From an optimization exercise on the open Yosys and OpenROAD flow, aimed at a short achievable clock period and few clock cycles; shortcuts taken in it are not production practice. The RTL was checked by simulation tests, not by an equivalence proof against the original design. No activity file was given, so power comes from the tool's default toggle rates.

==> inputs of trial 15 <==
// rv_core
module rv_core (
	input  logic      Clk,
	input  logic      rst_n,
	input  rv_isa_pkg::word_t     i_imem_rdata,
	input  rv_isa_pkg::word_t     i_dmem_rdata,
	output rv_isa_pkg::mem_addr_t o_imem_addr,
	output logic      o_dmem_ren,
	output logic      o_dmem_wen,
	output rv_isa_pkg::mem_addr_t o_dmem_addr,
	output rv_isa_pkg::word_t     o_dmem_wdata
);
	logic     id_valid;
	rv_isa_pkg::word_t    ir;
	rv_isa_pkg::word_t    id_pc;
	logic     id_pred_taken;
	rv_isa_pkg::word_t    id_jalr_pred;
	rv_isa_pkg::opcode_t  opcode;
	rv_isa_pkg::funct3_t  funct3;
	rv_isa_pkg::reg_idx_t rs1;
	rv_isa_pkg::reg_idx_t rs2;
	rv_isa_pkg::reg_idx_t rd;
	logic     is_rtype;
	logic     is_itype;
	logic     is_load;
	logic     is_store;
	logic     is_branch;
	logic     is_jal;
	logic     is_jalr;
	logic     use_rs1;
	logic     use_rs2;
	logic     wen;
	logic [9:0] sel;
	logic     sra;
	logic [6:0] mis;
	logic     f3_eq;
	logic     f3_ne;
	logic     f3_lt;
	logic     f3_ge;
	logic     f3_ltu;
	logic     f3_geu;
	logic     use_b_rs2;
	rv_isa_pkg::word_t    jalr_q0;
	rv_isa_pkg::word_t    jalr_q1;
	rv_isa_pkg::word_t    op_a;
	rv_isa_pkg::word_t    op_b;
	rv_isa_pkg::word_t    st_data;
	rv_isa_pkg::word_t    imm_i;
	rv_isa_pkg::word_t    imm_s;
	rv_isa_pkg::word_t    imm_b;
	rv_isa_pkg::word_t    rs1_data;
	rv_isa_pkg::word_t    rs2_data;
	rv_isa_pkg::word_t    rs1_val;
	rv_isa_pkg::word_t    rs2_val;
	rv_isa_pkg::word_t    pc_inc;
	rv_isa_pkg::word_t    alt_pc;
	logic     stall;
	logic     bubble;
	logic     ex_rs1;
	logic     mem_rs1;
	logic     ex_rs2;
	logic     mem_rs2;
	logic     redirect;
	rv_isa_pkg::word_t    redirect_pc;
	logic     upd_br;
	logic [1:0] upd_ctr;
	logic [1:0] id_ctr;
	logic     upd_jalr;
	logic [8:2] upd_pc;
	logic [11:1] upd_tgt;
	rv_isa_pkg::word_t    ex_result;
	rv_isa_pkg::reg_idx_t ex_rd;
	logic     ex_wen;
	logic     ex_is_load;
	rv_isa_pkg::reg_idx_t mem_rd;
	logic     mem_wen;
	rv_isa_pkg::word_t    mem_result;
	rv_fetch_decode u_fetch (
		.Clk           (Clk),
		.rst_n         (rst_n),
  ...
make LEC_CHECK=0 ABC_CLOCK_PERIOD_IN_PS=2700 CAP_MARGIN=20 CORE_MARGIN=2 CORE_UTILIZATION=40 SETUP_SLACK_MARGIN=3.3 SLEW_MARGIN=20 finish   # period 6.0 ns
run.sh (not shown) runs the stock make flow with config.mk's settings and CLKGATE_MAP_FILE= SYNTH_SCRIPT=/design/flow/synth_recipe.tcl, a recipe that flattens the netlist after the stock synthesis.
==> inputs of trial 80, as changes to trial 15 <==
--- a/flow/design.v
+++ b/flow/design.v
@@ -67,14 +67,16 @@
 	output logic      o_pred_taken,
 	output logic [1:0] o_ctr,
 	output rv_isa_pkg::word_t     o_jalr_pred
 );
 	localparam int BHT_N = 64;
 	localparam int BTB_N = 16;
 	rv_isa_pkg::word_t pc;
+	rv_isa_pkg::word_t pc_d;
+	rv_isa_pkg::mem_addr_t pc_port_n;
 	rv_isa_pkg::word_t fi;
 	rv_isa_pkg::word_t pc_seq;
 	rv_isa_pkg::word_t imm_j;
 	rv_isa_pkg::word_t imm_b;
 	rv_isa_pkg::word_t t_jal;
 	rv_isa_pkg::word_t t_br;
 	rv_isa_pkg::word_t t_jalr;
@@ -97,15 +99,15 @@
 	logic [1:0] bht_ctr;
 	logic btb_hit;
 	logic [1:0]  bht     [BHT_N];
 	logic        btb_v   [BTB_N];
 	logic [2:0]  btb_tag [BTB_N];
 	logic [11:1] btb_tgt [BTB_N];
 	assign fi = i_imem_rdata;
-	assign o_imem_addr = pc[rv_isa_pkg::XLEN-1:2];
+	assign o_imem_addr = ~pc_port_n;
 	assign f_jal  = (fi[6:0] == rv_isa_pkg::OP_JAL);
 	assign f_br   = (fi[6:0] == rv_isa_pkg::OP_BRANCH);
 	assign f_jalr = (fi[6:0] == rv_isa_pkg::OP_JALR);
 	assign imm_b = {{19{fi[31]}}, fi[31], fi[7], fi[30:25], fi[11:8], 1'b0};
 	assign imm_j = {{11{fi[31]}}, fi[31], fi[19:12], fi[20], fi[30:21], 1'b0};
 	always_comb begin
 		bht_ctr = '0;
@@ -149,32 +151,44 @@
 	assign t_br  = {(co_b == fi[31]) ? pc[31:13] : (co_b ? pc_hi_p : pc_hi_m), lo_b};
 	assign t_jal = {(co_j == fi[31]) ? pc[31:21] : (co_j ? pc_jhi_p : pc_jhi_m), lo_j};
 	assign t_jalr = {pc[31:12], btb_tgt[pc[5:2]], 1'b0};
 	assign take_jalr = f_jalr && btb_hit;
 	assign take_seq  = !(f_jal || f_br_pred || take_jalr);
 	assign pred_npc = ({32{f_jal}} & t_jal) | ({32{f_br_pred}} & t_br) |
 		({32{take_jalr}} & t_jalr) | ({32{take_seq}} & pc_seq);
-	always_ff @(posedge Clk) begin
+	always_comb begin
 		if (!rst_n) begin
-			pc <= '0;
+			pc_d = '0;
 		end else if (i_redirect) begin
-			pc <= i_redirect_pc;
+			pc_d = i_redirect_pc;
 		end else if (!i_stall) begin
-			pc <= pred_npc;
+			pc_d = pred_npc;
+		end else begin
+			pc_d = pc;
 		end
 	end
 	always_ff @(posedge Clk) begin
+		pc        <= pc_d;
+		pc_port_n <= ~pc_d[rv_isa_pkg::XLEN-1:2];
+	end
+	always_ff @(posedge Clk) begin
 		if (!rst_n || i_redirect) begin
 			o_valid <= 1'b0;
 		end else if (!i_stall) begin
 			o_valid <= 1'b1;
 		end
 	end
 	always_ff @(posedge Clk) begin
-		if (!i_stall) begin
+		if (!rst_n) begin
+			o_ir         <= '0;
+			o_pc         <= '0;
+			o_pred_taken <= 1'b0;
+			o_ctr        <= '0;
+			o_jalr_pred  <= '0;
+		end else if (!i_stall) begin
 			o_ir         <= fi;
 			o_pc         <= pc;
 			o_pred_taken <= f_br_pred;
 			o_ctr        <= bht_ctr;
 			o_jalr_pred  <= btb_hit ? t_jalr : pc_seq;
 		end
 	end
@@ -306,14 +320,39 @@
 				assign zeros[l+1][i] = zeros[l][i];
 			end
 		end
 	end
 	assign o_inc = i_x ^ {ones[L][W-2:0], 1'b1};
 	assign o_dec = i_x ^ {zeros[L][W-2:0], 1'b1};
 endmodule
+module rv_ltu #(
+	parameter int W = 32,
+	parameter int L = 5
+) (
+	input  logic [W-1:0] i_a,
+	input  logic [W-1:0] i_b,
+	output logic         o_ltu
+);
+	logic [W-1:0] g [0:L];
+	logic [W-1:0] t [0:L];
+	assign g[0] = i_a & ~i_b;
+	assign t[0] = i_a | ~i_b;
+	for (genvar l = 0; l < L; l++) begin : g_lvl
+		for (genvar i = 0; i < W; i++) begin : g_bit
+			if (i >= (1 << l)) begin : g_comb
+				assign g[l+1][i] = g[l][i] | (t[l][i] & g[l][i-(1<<l)]);
+				assign t[l+1][i] = t[l][i] & t[l][i-(1<<l)];
+			end else begin : g_pass
+				assign g[l+1][i] = g[l][i];
+				assign t[l+1][i] = t[l][i];
+			end
+		end
+	end
+	assign o_ltu = !(g[L][W-1] | t[L][W-1]);
+endmodule
 module rv_execute (
 	input  logic      Clk,
 	input  logic      rst_n,
 	input  logic      i_bubble,
 	input  rv_isa_pkg::reg_idx_t  i_rd,
 	input  rv_isa_pkg::word_t     i_op_a,
 	input  rv_isa_pkg::word_t     i_op_b,
@@ -368,14 +407,18 @@
 	localparam int M_LT  = 2;
 	localparam int M_GE  = 3;
 	localparam int M_LTU = 4;
 	localparam int M_GEU = 5;
 	localparam int M_ANY = 6;
 	rv_isa_pkg::word_t a;
 	rv_isa_pkg::word_t b;
+	rv_isa_pkg::word_t a_s;
+	rv_isa_pkg::word_t b_s;
+	rv_isa_pkg::word_t a_c;
+	rv_isa_pkg::word_t b_c;
 	rv_isa_pkg::word_t sdata;
 	rv_isa_pkg::word_t link;
 	rv_isa_pkg::word_t alt_pc;
 	rv_isa_pkg::word_t q0;
 	rv_isa_pkg::word_t q1;
 	logic [8:2] pcl;
 	logic [9:0] sel;
@@ -424,14 +467,27 @@
 			is_load   <= i_is_load;
 			is_store  <= i_is_store;
 			wen       <= i_wen;
 			mis       <= i_mis;
 		end
 	end
 	always_ff @(posedge Clk) begin
+		if (!rst_n) begin
+			a_s <= '1;
+			b_s <= '1;
+			a_c <= '0;
+			b_c <= '0;
+		end else begin
+			a_s <= i_op_a;
+			b_s <= i_op_b;
+			a_c <= i_op_a;
+			b_c <= i_op_b;
+		end
+	end
+	always_ff @(posedge Clk) begin
 		a          <= i_op_a;
 		b          <= i_op_b;
 		sdata      <= i_store_data;
 		link       <= i_link;
 		alt_pc     <= i_alt_pc;
 		q0         <= i_jalr_q0;
 		q1         <= i_jalr_q1;
@@ -439,47 +495,51 @@
 		sel        <= i_sel;
 		sra        <= i_sra;
 		pred_taken <= i_pred_taken;
 		ctr        <= i_ctr;
 		rd         <= i_rd;
 	end
 	rv_adder #(.W(32)) u_add (
-		.i_a    (a),
-		.i_b    (b),
+		.i_a    (a_s),
+		.i_b    (b_s),
 		.i_cin  (1'b0),
 		.o_sum  (sum_add),
 		.o_cout (cout_add)
 	);
 	rv_adder #(.W(32)) u_sub (
 		.i_a    (a),
 		.i_b    (~b),
 		.i_cin  (1'b1),
 		.o_sum  (sum_sub),
 		.o_cout (cout_sub)
 	);
 	assign sll = a << b[4:0];
 	assign sr  = rv_isa_pkg::word_t'({{32{sra & a[31]}}, a} >> b[4:0]);
-	assign eq  = (a == b);
-	assign ltu = !cout_sub;
-	assign lt  = (a[31] ^ b[31]) ? a[31] : ltu;
+	assign eq  = (a_c == b_c);
+	rv_ltu #(.W(32), .L(5)) u_ltu (
+		.i_a   (a_c),
+		.i_b   (b_c),
+		.o_ltu (ltu)
+	);
+	assign lt  = (a_c[31] ^ b_c[31]) ? a_c[31] : ltu;
 	assign o_ex_result =
 		({32{sel[S_ADD]}}  & sum_add) |
 		({32{sel[S_SUB]}}  & sum_sub) |
 		({32{sel[S_XOR]}}  & (a ^ b)) |
 		({32{sel[S_OR]}}   & (a | b)) |
 		({32{sel[S_AND]}}  & (a & b)) |
 		({32{sel[S_SLL]}}  & sll) |
 		({32{sel[S_SR]}}   & sr) |
 		{31'b0, sel[S_SLT] & lt} |
 		{31'b0, sel[S_SLTU] & ltu} |
 		({32{sel[S_LINK]}} & link);
 	assign mis_br = (mis[M_EQ] & eq) | (mis[M_NE] & !eq) |
 		(mis[M_LT] & lt) | (mis[M_GE] & !lt) |
 		(mis[M_LTU] & ltu) | (mis[M_GEU] & !ltu) | mis[M_ANY];
-	assign mis_jalr = is_jalr && (a != q0) && (a != q1);
+	assign mis_jalr = is_jalr && (a_c != q0) && (a_c != q1);
 	assign taken = pred_taken ^ mis_br;
 	assign o_redirect    = mis_br || mis_jalr;
 	assign o_redirect_pc = is_jalr ? {sum_add[31:1], 1'b0} : alt_pc;
 	always_ff @(posedge Clk) begin
 		if (!rst_n) begin
 			upd_br   <= 1'b0;
 			upd_jalr <= 1'b0;
- ABC_AREA: default -> 1
- SETUP_SLACK_MARGIN: 3.3 -> 3.5
==> run summary <==
Of trial 80 and trial 15, trial 80 has the higher sequential cell count (gap 154). Against trial 80, the power of trial 15 is larger by about 7%. Between trial 15 and trial 80, the lower sequential share of layout area is in trial 80 (gap 3.4 points). Of trial 80 and trial 15, trial 80 has the higher cell count (gap about 50%, measured against trial 15). Clock power: trial 80 is higher than trial 15 (about 7%). Between trial 15 and trial 80, the lower first-iteration DRC count is in trial 15 (gap about 22%, measured against trial 80). Design area: trial 80 is higher than trial 15 (about 14%). Of trial 80 and trial 15, trial 80 has the higher synthesized cell count (gap 72%, measured against trial 15). In trial 80 the global-route usage is higher than in trial 15, by 1.9 points. Against trial 80, the hold slack of trial 15 is worse by 0.031 ns.
==> figures <==
	trial 15	trial 80
Outcome	finished clean	finished clean
Yosys top cell area share	44.1%	36.9%
Met1 Use GR	43.5%	44.1%
Combinational group power	13.9 mW	10.4 mW
Vias in the first global route	76,823	101,356
Cell mode on critical path	sky130_fd_sc_hd__buf_12	sky130_fd_sc_hd__nand2_1
Clock transition at the registers of the reported paths	0.07 ns	0.06 ns
Pwr dens	340 nW/um^2	281 nW/um^2
Sequential power	16.7 mW	16.5 mW
Vias after detailed routing	79,972	110,409
Part of the Yosys area used for sequential elements	52.4%	48.9%
Area of the core	251,000 sq um	279,000 sq um
Crit path setup slack, layout	2.22 ns	3.01 ns
Routed metal-1 wirelength	160,000 um	191,000 um
Leak Pwr	46.9 nW	58.6 nW
Number of synthesized flops with an enable pin	1,475	1,376
TritonCTS sink count	1,893	2,047
Wire length per cell after detailed routing	35.4 um	28.6 um
Total number of sequential cells	1,893	2,047
Critical Path AT	4.58 ns	3.70 ns
Depth of the most critical reg-to-reg path	13	18
Worst IR drop on VDD	0.295 mV	0.292 mV
Testbench counts of trial 15, summed over its fixed seeds: cycles 144,246.
Testbench counts of trial 80, summed over its fixed seeds: cycles 144,246.

==> re-timing with driven ports <==
Ports are ideal in the flow. The routed layouts listed here were re-timed in OpenROAD. Step 1, drivers: a clkbuf_16 drives Clk and a buf_2 each remaining input, both assumed. Step 2 times the ports against the registers' clock, not the clock port: input delays grow and output delays shrink by t, the midpoint of the rising clock arrivals with the driver on. Three values: ideal, step 1, step 2; two values: the first two.
run | t (ns) | setup WS [ns] | slew at the worst register clock pin (ns) | cell pins on the clock port's net
trial 15 | 0.965 | 2.215 / 2.215 / 1.389 | 0.07 / 0.07 | 1
trial 80 | 0.995 | 3.012 / 3.012 / 2.128 | 0.07 / 0.07 | 1
After both steps every run listed still meets setup and hold. For trial 80, which loses most, drivers alone change the setup slack by 0.000 ns; drivers and shift together by -0.884 ns.
